Background: an optimization exercise with open tools, aiming at small area, a short achievable clock period and few clock cycles per item. Do not read the settings as production practice.
Function was checked by simulation only, so behaviour that the tests miss may differ from the original.
Power figures rest on the tool's default switching activity, not on a simulated workload.

==> job 8838: inputs <==
==> flow/design.v (excerpt) <==
module aluTop (
	input  logic        clk,
	input  logic        rstN,
	input  logic        start,
	input  logic [15:0] a,
	input  logic [15:0] b,
	input  logic [3:0]  op,
	output logic        done,
	output logic [31:0] result,
	output logic [1:0]  error
);
	logic [0:0] r0;
	logic [15:0] q0, b0;
	logic [2:0]  o0;
	logic        v0;
	logic [4:0] r1;
	logic [15:0] q1, b1;
	logic [2:0]  o1;
	logic        v1;
	logic [7:0] r2;
	logic [15:0] q2, b2;
	logic [2:0]  o2;
	logic        v2;
	logic [10:0] r3;
	logic [15:0] q3, b3;
	logic [2:0]  o3;
	logic        v3;
	logic [13:0] r4;
	logic [15:0] q4, b4;
	logic [2:0]  o4;
	logic        v4;
	logic [2:0] cls;
	assign cls[2] = (op == 4'h3) | (op == 4'h4);
	assign cls[1] = (op == 4'h2) | (op == 4'hB);
	assign cls[0] = (op == 4'h4) | (op == 4'hA) | (op == 4'hB);
	logic [15:0] nb;
	assign nb = ~b;
	wire n1 = a[15] & nb[0];
	wire n2 = a[15] ^ nb[0];
	wire n3 = n1 | n2;
	wire n4 = ~n2;
	wire n5 = (&nb[15:1]) & n3;
	wire n6 = n5 ? n4 : a[15];
	wire n7 = cls[2] ? n5 : a[15];
	always_ff @(posedge clk) begin
		v0 <= rstN & start;
		b0 <= nb;
		o0 <= cls;
		r0 <= {n6};
		q0 <= {n7, a[0], a[1], a[2], a[3], a[4], a[5], a[6], a[7], a[8], a[9], a[10], a[11], a[12], a[13], a[14]};
	end
	wire n8 = q0[0] & b0[0];
	wire n9 = r0[0] & b0[1];
	wire n10 = q0[0] ^ b0[0];
	wire n11 = r0[0] ^ b0[1];
	wire n12 = n8 | n10;
	wire n13 = n9 | (n11 & n12);
	wire n14 = ~n10;
	wire n15 = n11 ^ n12;
	wire n16 = (&b0[15:2]) & n13;
	wire n17 = n16 ? n14 : q0[0];
	wire n18 = n16 ? n15 : r0[0];
	wire n19 = q0[1] & b0[0];
	wire n20 = n17 & b0[1];
	wire n21 = n18 & b0[2];
	wire n22 = q0[1] ^ b0[0];
	wire n23 = n17 ^ b0[1];
	wire n24 = n18 ^ b0[2];
	wire n25 = n19 | n22;
	wire n26 = n20 | (n23 & n25);
	wire n27 = n21 | (n24 & n20);
	wire n28 = n24 & n23;
	wire n29 = n27 | (n28 & n25);
	wire n30 = ~n22;
	wire n31 = n23 ^ n25;
	wire n32 = n24 ^ n26;
	wire n33 = (&b0[15:3]) & n29;
	wire n34 = n33 ? n30 : q0[1];
	wire n35 = n33 ? n31 : n17;
	wire n36 = n33 ? n32 : n18;
	wire n37 = q0[2] & b0[0];
	wire n38 = n34 & b0[1];
	wire n39 = n35 & b0[2];
	wire n40 = n36 & b0[3];
	wire n41 = q0[2] ^ b0[0];
	wire n42 = n34 ^ b0[1];
	wire n43 = n35 ^ b0[2];
	wire n44 = n36 ^ b0[3];
	wire n45 = n37 | n41;
  ...
Settings: LEC_CHECK=0, CAP_MARGIN=20, CORE_MARGIN=2, CORE_UTILIZATION=65, SLEW_MARGIN=20, SYNTH_HIERARCHICAL=1, SYNTH_MINIMUM_KEEP_SIZE=0; clock period 28.0 ns.
standard.sh (not shown) runs the stock make flow with config.mk's settings and CLKGATE_MAP_FILE= SYNTH_SCRIPT=/design/flow/synth_recipe.tcl, a recipe that flattens the netlist after the stock synthesis.
==> flow/flow/run.sh <==
#!/bin/bash
# Standard ORFS layout with these changes to how it is made (the clock period and
# the constraints are unchanged):
#  - the resizer's setup repair aims for a margin below the clock period;
#  - clock tree synthesis clusters more sinks per buffer and adds no dummy loads;
#  - the port buffers start as buf_2 (the resizer may still size them).
set -euo pipefail
export SETUP_SLACK_MARGIN=21.5
export CTS_ARGS="-sink_clustering_enable -repair_clock_nets -sink_clustering_size 30 -sink_clustering_max_diameter 80 -dont_use_dummy_load"
export BUFFER_PORTS_ARGS="-buffer_cell sky130_fd_sc_hd__buf_2"
bash standard.sh > standard_flow.log 2>&1
==> job 3630: changes against job 8838 <==
--- a/flow/config.mk
+++ b/flow/config.mk
@@ -9,3 +9,3 @@
 export CORE_MARGIN = 2
-export CORE_UTILIZATION = 65
+export CORE_UTILIZATION = 75
 export SLEW_MARGIN = 20
==> job 5699: changes against job 8838 <==
--- a/flow/flow/run.sh
+++ b/flow/flow/run.sh
@@ -8,3 +8,3 @@
 export SETUP_SLACK_MARGIN=21.5
-export CTS_ARGS="-sink_clustering_enable -repair_clock_nets -sink_clustering_size 30 -sink_clustering_max_diameter 80 -dont_use_dummy_load"
+export CTS_ARGS="-sink_clustering_enable -repair_clock_nets -sink_clustering_size 30 -sink_clustering_max_diameter 80 -dont_use_dummy_load -branching_point_buffers_distance 2000 -distance_between_buffers 2000"
 export BUFFER_PORTS_ARGS="-buffer_cell sky130_fd_sc_hd__buf_2"
==> run summary <==
| quantity | job 3630 | job 8838 | job 5699 |
|---|---|---|---|
| Maximum clock skew at final layout | 63.8 ps | 59.3 ps | 59.3 ps |
| Internal Dissipation | 0.000978 W | 0.000976 W | 0.000976 W |
| Non-clock buffering overhead in the final layout | 4.37% | 4.62% | 4.62% |
| Signed area change from the synthesized netlist to the final layout | 9.06% | 9.60% | 9.60% |
| Initial Util | 76.2% | 66.5% | 66.5% |
| Dpl ws | 20950 ps | 21000 ps | 21000 ps |
| Wire length of the first global-routing pass | 82000 um | 78200 um | 78200 um |
| Run status | timing/DRC/antenna clean | timing/DRC/antenna clean | timing/DRC/antenna clean |
| Final worst slack | 21400 ps | 21400 ps | 21400 ps |
| Number of fillers in the final layout | 1602 | 2270 | 2270 |
| Worst R2R Setup Slack | 21610 ps | 21740 ps | 21740 ps |
| Maximum clock frequency | 0.151 GHz | 0.151 GHz | 0.151 GHz |
| GRT Overall Usage | 36.7% | 31.3% | 31.3% |
| Flop pwr share | 23.5% | 24.2% | 24.2% |
| Final Cell Area | 21700 sq um | 21800 sq um | 21800 sq um |
Testbench counts of job 8838, summed over its fixed seeds: cycles 8,040, items 8,000.
Testbench counts of job 3630, summed over its fixed seeds: cycles 8,040, items 8,000.
Testbench counts of job 5699, summed over its fixed seeds: cycles 8,040, items 8,000.

==> inputs of run B <==
aluTop, a different RTL version from the one above (not shown whole).
## aluTop
module aluTop (
	input  logic        clk,
	input  logic        rstN,
	input  logic        start,
	input  logic [15:0] a,
	input  logic [15:0] b,
	input  logic [3:0]  op,
	output logic        done,
	output logic [31:0] result,
	output logic [1:0]  error
);
	logic [0:0] r0;
	logic [15:0] q0, b0;
	logic [2:0]  o0;
	logic        v0;
	logic [5:0] r1;
	logic [15:0] q1, b1;
	logic [2:0]  o1;
	logic        v1;
	logic [9:0] r2;
	logic [15:0] q2, b2;
	logic [2:0]  o2;
	logic        v2;
	logic [12:0] r3;
	logic [15:0] q3, b3;
	logic [2:0]  o3;
	logic        v3;
	logic [2:0] cls;
	assign cls[2] = (op == 4'h3) | (op == 4'h4);
	assign cls[1] = (op == 4'h2) | (op == 4'hB);
	assign cls[0] = (op == 4'h4) | (op == 4'hA) | (op == 4'hB);
	logic [15:0] nb;
	assign nb = ~b;
	wire n1 = a[15] & nb[0];
	wire n2 = a[15] ^ nb[0];
	wire n3 = n1 | n2;
	wire n4 = ~n2;
	wire n5 = (&nb[15:1]) & n3;
	wire n6 = n5 ? n4 : a[15];
	wire n7 = cls[2] ? n5 : a[15];
	always_ff @(posedge clk) begin
		v0 <= rstN & start;
		b0 <= nb;
		o0 <= cls;
		r0 <= {n6};
		q0 <= {n7, a[0], a[1], a[2], a[3], a[4], a[5], a[6], a[7], a[8], a[9], a[10], a[11], a[12], a[13], a[14]};
	end
	wire n8 = q0[0] & b0[0];
	wire n9 = r0[0] & b0[1];
	wire n10 = q0[0] ^ b0[0];
	wire n11 = r0[0] ^ b0[1];
	wire n12 = n8 | n10;
	wire n13 = n9 | (n11 & n12);
	wire n14 = ~n10;
	wire n15 = n11 ^ n12;
	wire n16 = (&b0[15:2]) & n13;
	wire n17 = n16 ? n14 : q0[0];
	wire n18 = n16 ? n15 : r0[0];
	wire n19 = q0[1] & b0[0];
	wire n20 = n17 & b0[1];
	wire n21 = n18 & b0[2];
	wire n22 = q0[1] ^ b0[0];
	wire n23 = n17 ^ b0[1];
	wire n24 = n18 ^ b0[2];
	wire n25 = n19 | n22;
	wire n26 = n20 | (n23 & n25);
  ...
export LEC_CHECK = 0
export ABC_AREA = 1
export CAP_MARGIN = 20
export CORE_MARGIN = 2
export CORE_UTILIZATION = 65
export SLEW_MARGIN = 20
export SYNTH_HIERARCHICAL = 1
export SYNTH_MINIMUM_KEEP_SIZE = 0
create_clock -name core_clock -period 28.0 [get_ports {clk}]
==> flow/flow/run.sh <==
#!/bin/bash
# Standard ORFS layout with these changes to how it is made (the clock period and
# the constraints are unchanged):
#  - the resizer's setup repair aims for a margin below the clock period, by sizing only;
#  - clock tree synthesis clusters more sinks per buffer and adds no dummy loads;
#  - the port buffers start as buf_2 (the resizer may still size them).
set -euo pipefail
export SETUP_SLACK_MARGIN=21.4
export SETUP_MOVE_SEQUENCE="unbuffer,size_down,sizeup,swap"
export CTS_ARGS="-sink_clustering_enable -repair_clock_nets -sink_clustering_size 30 -sink_clustering_max_diameter 80 -dont_use_dummy_load"
export BUFFER_PORTS_ARGS="-buffer_cell sky130_fd_sc_hd__buf_2"
bash standard.sh > standard_flow.log 2>&1
==> run K (differences from run B) <==
==> flow/flow/run.sh (replaced) <==
#!/bin/bash
# Standard ORFS layout with these changes to how it is made (the clock period and
# the constraints are unchanged):
#  - the resizer's setup repair aims for a margin below the clock period;
#  - clock tree synthesis clusters more sinks per buffer and adds no dummy loads;
#  - the port buffers start as buf_2 (the resizer may still size them).
set -euo pipefail
export SETUP_SLACK_MARGIN=21.3
export CTS_ARGS="-sink_clustering_enable -repair_clock_nets -sink_clustering_size 30 -sink_clustering_max_diameter 80 -dont_use_dummy_load"
export BUFFER_PORTS_ARGS="-buffer_cell sky130_fd_sc_hd__buf_2"
bash standard.sh > standard_flow.log 2>&1
==> run summary <==
- In worst hold slack, run B and run K hardly differ.
- Of run K and run B, run K has the higher clock skew (gap 0.0022 ns).
- Of run K and run B, run B has the higher worst setup slack (gap 0.046 ns).
- Of run B and run K, run K has the higher non-clock buffer count (gap 20).
- Synthesized cell count is the same in run B and run K.
- Via count: run B is lower than run K (about 0.3%).
- Against run B, the total power of run K is smaller by about 0.2%.
==> figures <==
metric	run K	run B
CP max stage delay	0.36 ns	0.35 ns
Hold Slack	0.303 ns	0.303 ns
Vias	16,564	16,513
Share of power burned in the clock network	12.4%	12.5%
Area used by multi-input combinational logic	14,400 um^2	14,500 um^2
Clock network share of area	1.89%	1.88%
Count of multi-input gates	1,889	1,888
Via count of the first global-routing pass	16,796	16,801
FF+latch area	4200 um^2	4230 um^2
Worst reg-to-reg path cell count	34	42
Total power consumption of the routed design	0.00165 W	0.00165 W
Buffers excl. clock	108	88
Outcome	timing/DRC/antenna clean	timing/DRC/antenna clean
Nonclk inv count	290	289
GRT Overall Usage	32.5%	32.5%
Testbench counts of run B, summed over its fixed seeds: cycles 8,032, items 8,000.
Testbench counts of run K, summed over its fixed seeds: cycles 8,032, items 8,000.

[port drivers added, routing unchanged]
Ports are ideal in the flow. The routed layouts listed here were re-timed in OpenROAD.
Step 1 sets driving cells, clkbuf_16 on the clock port and buf_2 on the other inputs (assumed; they add their load-dependent delay and slew).
Step 2 moves the port delays by t, midway between the first and last clock arrival at a register: inputs arrive t later, outputs are due t later. That takes back most of the time a late clock gives input paths.
a / b / c = ideal ports / drivers / drivers and shift; a / b = the first two.
run	t (ns)	slack for setup (ns)	worst setup path at the end	worst data-port slew with drivers (ns)
job 8838	0.543	21.395 / 21.341 / 21.126	input to register	0.04
job 3630	0.534	21.399 / 21.348 / 21.156	input to register	0.04
job 5699	0.543	21.395 / 21.341 / 21.126	input to register	0.04
run B	0.539	21.434 / 21.381 / 21.082	input to register	0.04
run K	0.539	21.389 / 21.337 / 21.059	input to register	0.04
After both steps setup and hold are still met in every run listed. For run B, which loses most, drivers alone change the setup slack by -0.053 ns; drivers and shift together by -0.352 ns.
